Source: an optimization exercise on an open RTL-to-GDS flow (aim: small area, a short achievable clock period and few clock cycles per item). Production flows keep margins and buffers that such runs may drop.
Where RTL was checked, it was by simulation tests only, not by an equivalence proof against the original.

==> module result_encoder, before the edit <==
module result_encoder #(
  parameter int LANES     = 4,
  parameter int DATA_W    = 8,
  parameter int ACC_W     = 24,
  parameter int OUT_SHIFT = 4
) (
  input  logic                    clk,
  input  logic [LANES*ACC_W-1:0]  acc_lanes,
  input  logic                    out_load,
  output logic [LANES*DATA_W-1:0] out_packed,
  output logic [LANES-1:0]        out_mask
);
  logic [LANES*DATA_W-1:0] packed_d;
  logic [LANES-1:0]        mask_d;
  logic [DATA_W-1:0] q  [LANES];
  logic [LANES-1:0]  nz;
  always_comb begin
    for (int i = 0; i < LANES; i++) begin
      logic [ACC_W-1:0] a;
      logic             neg, ovf;
      a     = acc_lanes[i*ACC_W +: ACC_W];
      neg   = a[ACC_W-1];
      ovf   = |a[ACC_W-2:OUT_SHIFT+DATA_W];
      q[i]  = (a[OUT_SHIFT +: DATA_W] | {DATA_W{ovf}}) & {DATA_W{!neg}};
      nz[i] = !neg && (ovf || (|a[OUT_SHIFT +: DATA_W]));
    end
  end
  always_comb begin
    logic [LANES-1:0] sel [LANES];    
    for (int k = 0; k < LANES; k++) begin
      sel[k] = '0;
    end
    for (int j = 0; j < LANES; j++) begin
      for (int m = 0; m < (1 << j); m++) begin
        if ((nz & LANES'((1 << j) - 1)) == LANES'(m)) begin
          sel[$countones(m)][j] = 1'b1;
        end
      end
    end
    for (int k = 0; k < LANES; k++) begin
      packed_d[k*DATA_W +: DATA_W] = '0;
      for (int j = k; j < LANES; j++) begin
        packed_d[k*DATA_W +: DATA_W] = packed_d[k*DATA_W +: DATA_W] | (q[j] & {DATA_W{sel[k][j]}});
      end
    end
    mask_d = nz;
  end
  always_ff @(posedge clk) begin
    if (out_load) begin
      out_packed <= packed_d;
      out_mask   <= mask_d;
    end
  end
endmodule
clock: 7.0 ns
lec_check: 0
abc_area: 1
cap_margin: 20
core_margin: 2
core_utilization: 40
setup_slack_margin: 4
slew_margin: 20
run.sh (not shown) runs the stock make flow with config.mk's settings and CLKGATE_MAP_FILE= SYNTH_SCRIPT=/design/flow/synth_recipe.tcl, a recipe that flattens the netlist after the stock synthesis.
Next try:
--- a/flow/design.v
+++ b/flow/design.v
@@ -572,10 +572,16 @@
   output logic [LANES*DATA_W-1:0] out_packed,
   output logic [LANES-1:0]        out_mask
 );
   logic [LANES*DATA_W-1:0] packed_d;
   logic [LANES-1:0]        mask_d;
+  function automatic int ones(input int m);
+    ones = 0;
+    for (int b = 0; b < LANES; b++) begin
+      ones = ones + ((m >> b) & 1);
+    end
+  endfunction
   logic [DATA_W-1:0] q  [LANES];
   logic [LANES-1:0]  nz;
   always_comb begin
     for (int i = 0; i < LANES; i++) begin
       logic [ACC_W-1:0] a;
@@ -593,11 +599,11 @@
       sel[k] = '0;
     end
     for (int j = 0; j < LANES; j++) begin
       for (int m = 0; m < (1 << j); m++) begin
         if ((nz & LANES'((1 << j) - 1)) == LANES'(m)) begin
-          sel[$countones(m)][j] = 1'b1;
+          sel[ones(m)][j] = 1'b1;
         end
       end
     end
     for (int k = 0; k < LANES; k++) begin
       packed_d[k*DATA_W +: DATA_W] = '0;
The new run completed without violations.
Maximum frequency stays the same.
Critical path depth is unchanged.
Global-route usage stays the same.
Worst setup slack is unchanged.
Synthesized area is unchanged.
Routed wire length stays the same.
Clock-buffer cell count is unchanged.
Die area stays the same.
First-iteration DRC count stays the same.
Utilization stays the same.
Cell count does not change.
Non-clock buffer count is unchanged.
Testbench counts after the change, summed over its fixed seeds: cycles 11,168, groups 2,400.
For the first run of this note, only the layout was checked, not whether the RTL still works.

* * *

sparse_top, a different RTL version from the one above (not shown whole).
For scale: ~2100 cells after synthesis, ~110 I/O pins.
==> module result_encoder, before the edit <==
module result_encoder #(
  parameter int LANES     = 4,
  parameter int DATA_W    = 8,
  parameter int ACC_W     = 24,
  parameter int OUT_SHIFT = 4
) (
  input  logic                    clk,
  input  logic [LANES*ACC_W-1:0]  acc_lanes,
  input  logic                    out_load,
  output logic [LANES*DATA_W-1:0] out_packed,
  output logic [LANES-1:0]        out_mask
);
  localparam logic signed [ACC_W-1:0] Q_MAX = ACC_W'((1 << DATA_W) - 1);
  logic [LANES*DATA_W-1:0] packed_d;
  logic [LANES-1:0]        mask_d;
  always_comb begin
    logic signed [ACC_W-1:0] shifted;
    logic [DATA_W-1:0]       q;
    int                      idx;
    idx      = 0;
    packed_d = '0;
    for (int i = 0; i < LANES; i++) begin
      shifted = $signed(acc_lanes[i*ACC_W +: ACC_W]) >>> OUT_SHIFT;
      if (shifted < 0) begin
        q = '0;
      end else if (shifted > Q_MAX) begin
        q = '1;
      end else begin
        q = shifted[DATA_W-1:0];
      end
      mask_d[i] = |q;
      if (|q) begin
        packed_d[idx*DATA_W +: DATA_W] = q;
        idx = idx + 1;
      end
    end
  end
  always_ff @(posedge clk) begin
    if (out_load) begin
      out_packed <= packed_d;
      out_mask   <= mask_d;
    end
  end
endmodule
Settings: LEC_CHECK=0, CAP_MARGIN=20, CORE_MARGIN=2, CORE_UTILIZATION=40, SETUP_SLACK_MARGIN=3, SLEW_MARGIN=20; clock period 7.0 ns.
The starting point completed without violations.
Testbench counts at the start, summed over its fixed seeds: cycles 11,168, groups 2,400.
==> next run, changes <==
--- a/flow/design.v
+++ b/flow/design.v
@@ -572,30 +572,40 @@
   output logic [LANES*DATA_W-1:0] out_packed,
   output logic [LANES-1:0]        out_mask
 );
-  localparam logic signed [ACC_W-1:0] Q_MAX = ACC_W'((1 << DATA_W) - 1);
   logic [LANES*DATA_W-1:0] packed_d;
   logic [LANES-1:0]        mask_d;
+  logic [DATA_W-1:0] q  [LANES];
+  logic [LANES-1:0]  nz;
   always_comb begin
-    logic signed [ACC_W-1:0] shifted;
-    logic [DATA_W-1:0]       q;
-    int                      idx;
-    idx      = 0;
-    packed_d = '0;
     for (int i = 0; i < LANES; i++) begin
-      shifted = $signed(acc_lanes[i*ACC_W +: ACC_W]) >>> OUT_SHIFT;
-      if (shifted < 0) begin
-        q = '0;
-      end else if (shifted > Q_MAX) begin
-        q = '1;
-      end else begin
-        q = shifted[DATA_W-1:0];
+      logic [ACC_W-1:0] a;
+      logic             neg, ovf;
+      a     = acc_lanes[i*ACC_W +: ACC_W];
+      neg   = a[ACC_W-1];
+      ovf   = |a[ACC_W-2:OUT_SHIFT+DATA_W];
+      q[i]  = (a[OUT_SHIFT +: DATA_W] | {DATA_W{ovf}}) & {DATA_W{!neg}};
+      nz[i] = !neg && (ovf || (|a[OUT_SHIFT +: DATA_W]));
+    end
+  end
+  always_comb begin
+    logic [LANES-1:0] sel [LANES];    
+    for (int k = 0; k < LANES; k++) begin
+      sel[k] = '0;
+    end
+    for (int j = 0; j < LANES; j++) begin
+      for (int m = 0; m < (1 << j); m++) begin
+        if ((nz & LANES'((1 << j) - 1)) == LANES'(m)) begin
+          sel[$countones(m)][j] = 1'b1;
+        end
       end
-      mask_d[i] = |q;
-      if (|q) begin
-        packed_d[idx*DATA_W +: DATA_W] = q;
-        idx = idx + 1;
+    end
+    for (int k = 0; k < LANES; k++) begin
+      packed_d[k*DATA_W +: DATA_W] = '0;
+      for (int j = k; j < LANES; j++) begin
+        packed_d[k*DATA_W +: DATA_W] = packed_d[k*DATA_W +: DATA_W] | (q[j] & {DATA_W{sel[k][j]}});
       end
     end
+    mask_d = nz;
   end
   always_ff @(posedge clk) begin
     if (out_load) begin
The new run passed the timing, design-rule and antenna checks.
Wire length rises by a little under a tenth.
Design area rises slightly.
First-iteration DRC count rises by a few percent.
Global-route usage rises by 0.50 points.
Setup slack got worse by 27 ps.
Critical path depth falls by 1.
Fmax falls slightly.
Synthesized area rises by a few percent.
Synthesized cell count rises by a little under a tenth.
Only the layout flow was run in the second run of this note; the RTL was not checked for function there.

* * *

Starting RTL as in the previous note.
==> flow/config.mk <==
export PLATFORM = sky130hd
export DESIGN_NAME = sparse_top
export DESIGN_NICKNAME = sparse_top
export VERILOG_FILES = /design/flow/design.v
export SDC_FILE = /design/flow/constraint.sdc
export NUM_CORES = 4
export LEC_CHECK = 0
export CAP_MARGIN = 20
export CORE_MARGIN = 2
export CORE_UTILIZATION = 40
export SETUP_SLACK_MARGIN = 4
export SLEW_MARGIN = 20
==> flow/constraint.sdc <==
create_clock -name core_clock -period 7.0 [get_ports {clk}]
set_input_delay 1.4000 -clock core_clock [delete_from_list [all_inputs] [get_ports {clk}]]
set_output_delay 1.4000 -clock core_clock [all_outputs]
set_load 0.01 [all_outputs]
Testbench counts at the start, summed over its fixed seeds: cycles 11,168, groups 2,400.
Rerun with:
--- a/flow/design.v
+++ b/flow/design.v
@@ -573,28 +573,38 @@
   output logic [LANES-1:0]        out_mask
 );
-  localparam logic signed [ACC_W-1:0] Q_MAX = ACC_W'((1 << DATA_W) - 1);
   logic [LANES*DATA_W-1:0] packed_d;
   logic [LANES-1:0]        mask_d;
+  logic [DATA_W-1:0] q  [LANES];
+  logic [LANES-1:0]  nz;
   always_comb begin
-    logic signed [ACC_W-1:0] shifted;
-    logic [DATA_W-1:0]       q;
-    int                      idx;
-    idx      = 0;
-    packed_d = '0;
     for (int i = 0; i < LANES; i++) begin
-      shifted = $signed(acc_lanes[i*ACC_W +: ACC_W]) >>> OUT_SHIFT;
-      if (shifted < 0) begin
-        q = '0;
-      end else if (shifted > Q_MAX) begin
-        q = '1;
-      end else begin
-        q = shifted[DATA_W-1:0];
+      logic [ACC_W-1:0] a;
+      logic             neg, ovf;
+      a     = acc_lanes[i*ACC_W +: ACC_W];
+      neg   = a[ACC_W-1];
+      ovf   = |a[ACC_W-2:OUT_SHIFT+DATA_W];
+      q[i]  = (a[OUT_SHIFT +: DATA_W] | {DATA_W{ovf}}) & {DATA_W{!neg}};
+      nz[i] = !neg && (ovf || (|a[OUT_SHIFT +: DATA_W]));
+    end
+  end
+  always_comb begin
+    logic [LANES-1:0] sel [LANES];    
+    for (int k = 0; k < LANES; k++) begin
+      sel[k] = '0;
+    end
+    for (int j = 0; j < LANES; j++) begin
+      for (int m = 0; m < (1 << j); m++) begin
+        if ((nz & LANES'((1 << j) - 1)) == LANES'(m)) begin
+          sel[$countones(m)][j] = 1'b1;
+        end
       end
-      mask_d[i] = |q;
-      if (|q) begin
-        packed_d[idx*DATA_W +: DATA_W] = q;
-        idx = idx + 1;
+    end
+    for (int k = 0; k < LANES; k++) begin
+      packed_d[k*DATA_W +: DATA_W] = '0;
+      for (int j = k; j < LANES; j++) begin
+        packed_d[k*DATA_W +: DATA_W] = packed_d[k*DATA_W +: DATA_W] | (q[j] & {DATA_W{sel[k][j]}});
       end
     end
+    mask_d = nz;
   end
   always_ff @(posedge clk) begin
After rerunning: Design area increases by 0.54%; sequential cell count does not change; clock-buffer cell count increases by 5; die area increases by 3.5%; register-to-register slack gains 0.13 ns; final cell count increases by 5.3%; core utilization decreases by 1.9 points; synthesized cell count increases by 9.0%; routed wire length increases by 10%; worst hold slack is about the same; worst setup slack gains 0.13 ns; sequential share of layout area decreases by 0.16 points.
Function not checked in the second run of this note: the RTL went through the layout flow alone.

[what the ideal ports hide]
Ports are ideal in the flow. The routed layouts listed here were re-timed in OpenROAD. Step 1 assumes that a clkbuf_16 drives the clock port and a buf_2 every other input. Step 2 moves the port delays by t, midway between the first and last clock arrival at a register: inputs arrive t later, outputs are due t later. That takes back most of the time a late clock gives input paths. Slacks: ideal / step 1 / step 2; pairs: ideal / step 1.
run	shift t [ns]	setup WS [ns]	clock arrival spread, ns	slew at the worst register clock pin (ns)	worst data-port slew with drivers (ns)
the first run of note 1	0.627	3.860 / 3.860 / 3.556	0.020 / 0.020	0.07 / 0.07	0.09
the second run of note 1	0.627	3.860 / 3.860 / 3.556	0.020 / 0.020	0.07 / 0.07	0.09
the first run of note 2	0.601	3.169 / 3.169 / 2.868	0.024 / 0.024	0.06 / 0.06	0.04
the second run of note 2	0.611	3.143 / 3.143 / 2.581	0.017 / 0.017	0.06 / 0.06	0.06
the first run of note 3	0.601	3.397 / 3.397 / 3.397	0.021 / 0.020	0.06 / 0.06	0.04
the second run of note 3	0.625	3.528 / 3.528 / 3.459	0.030 / 0.031	0.07 / 0.07	0.05
After both steps every run listed still meets setup and hold. The setup slack of the second run of note 2, which loses most, moves by 0.000 ns with the drivers and by -0.562 ns with both steps.
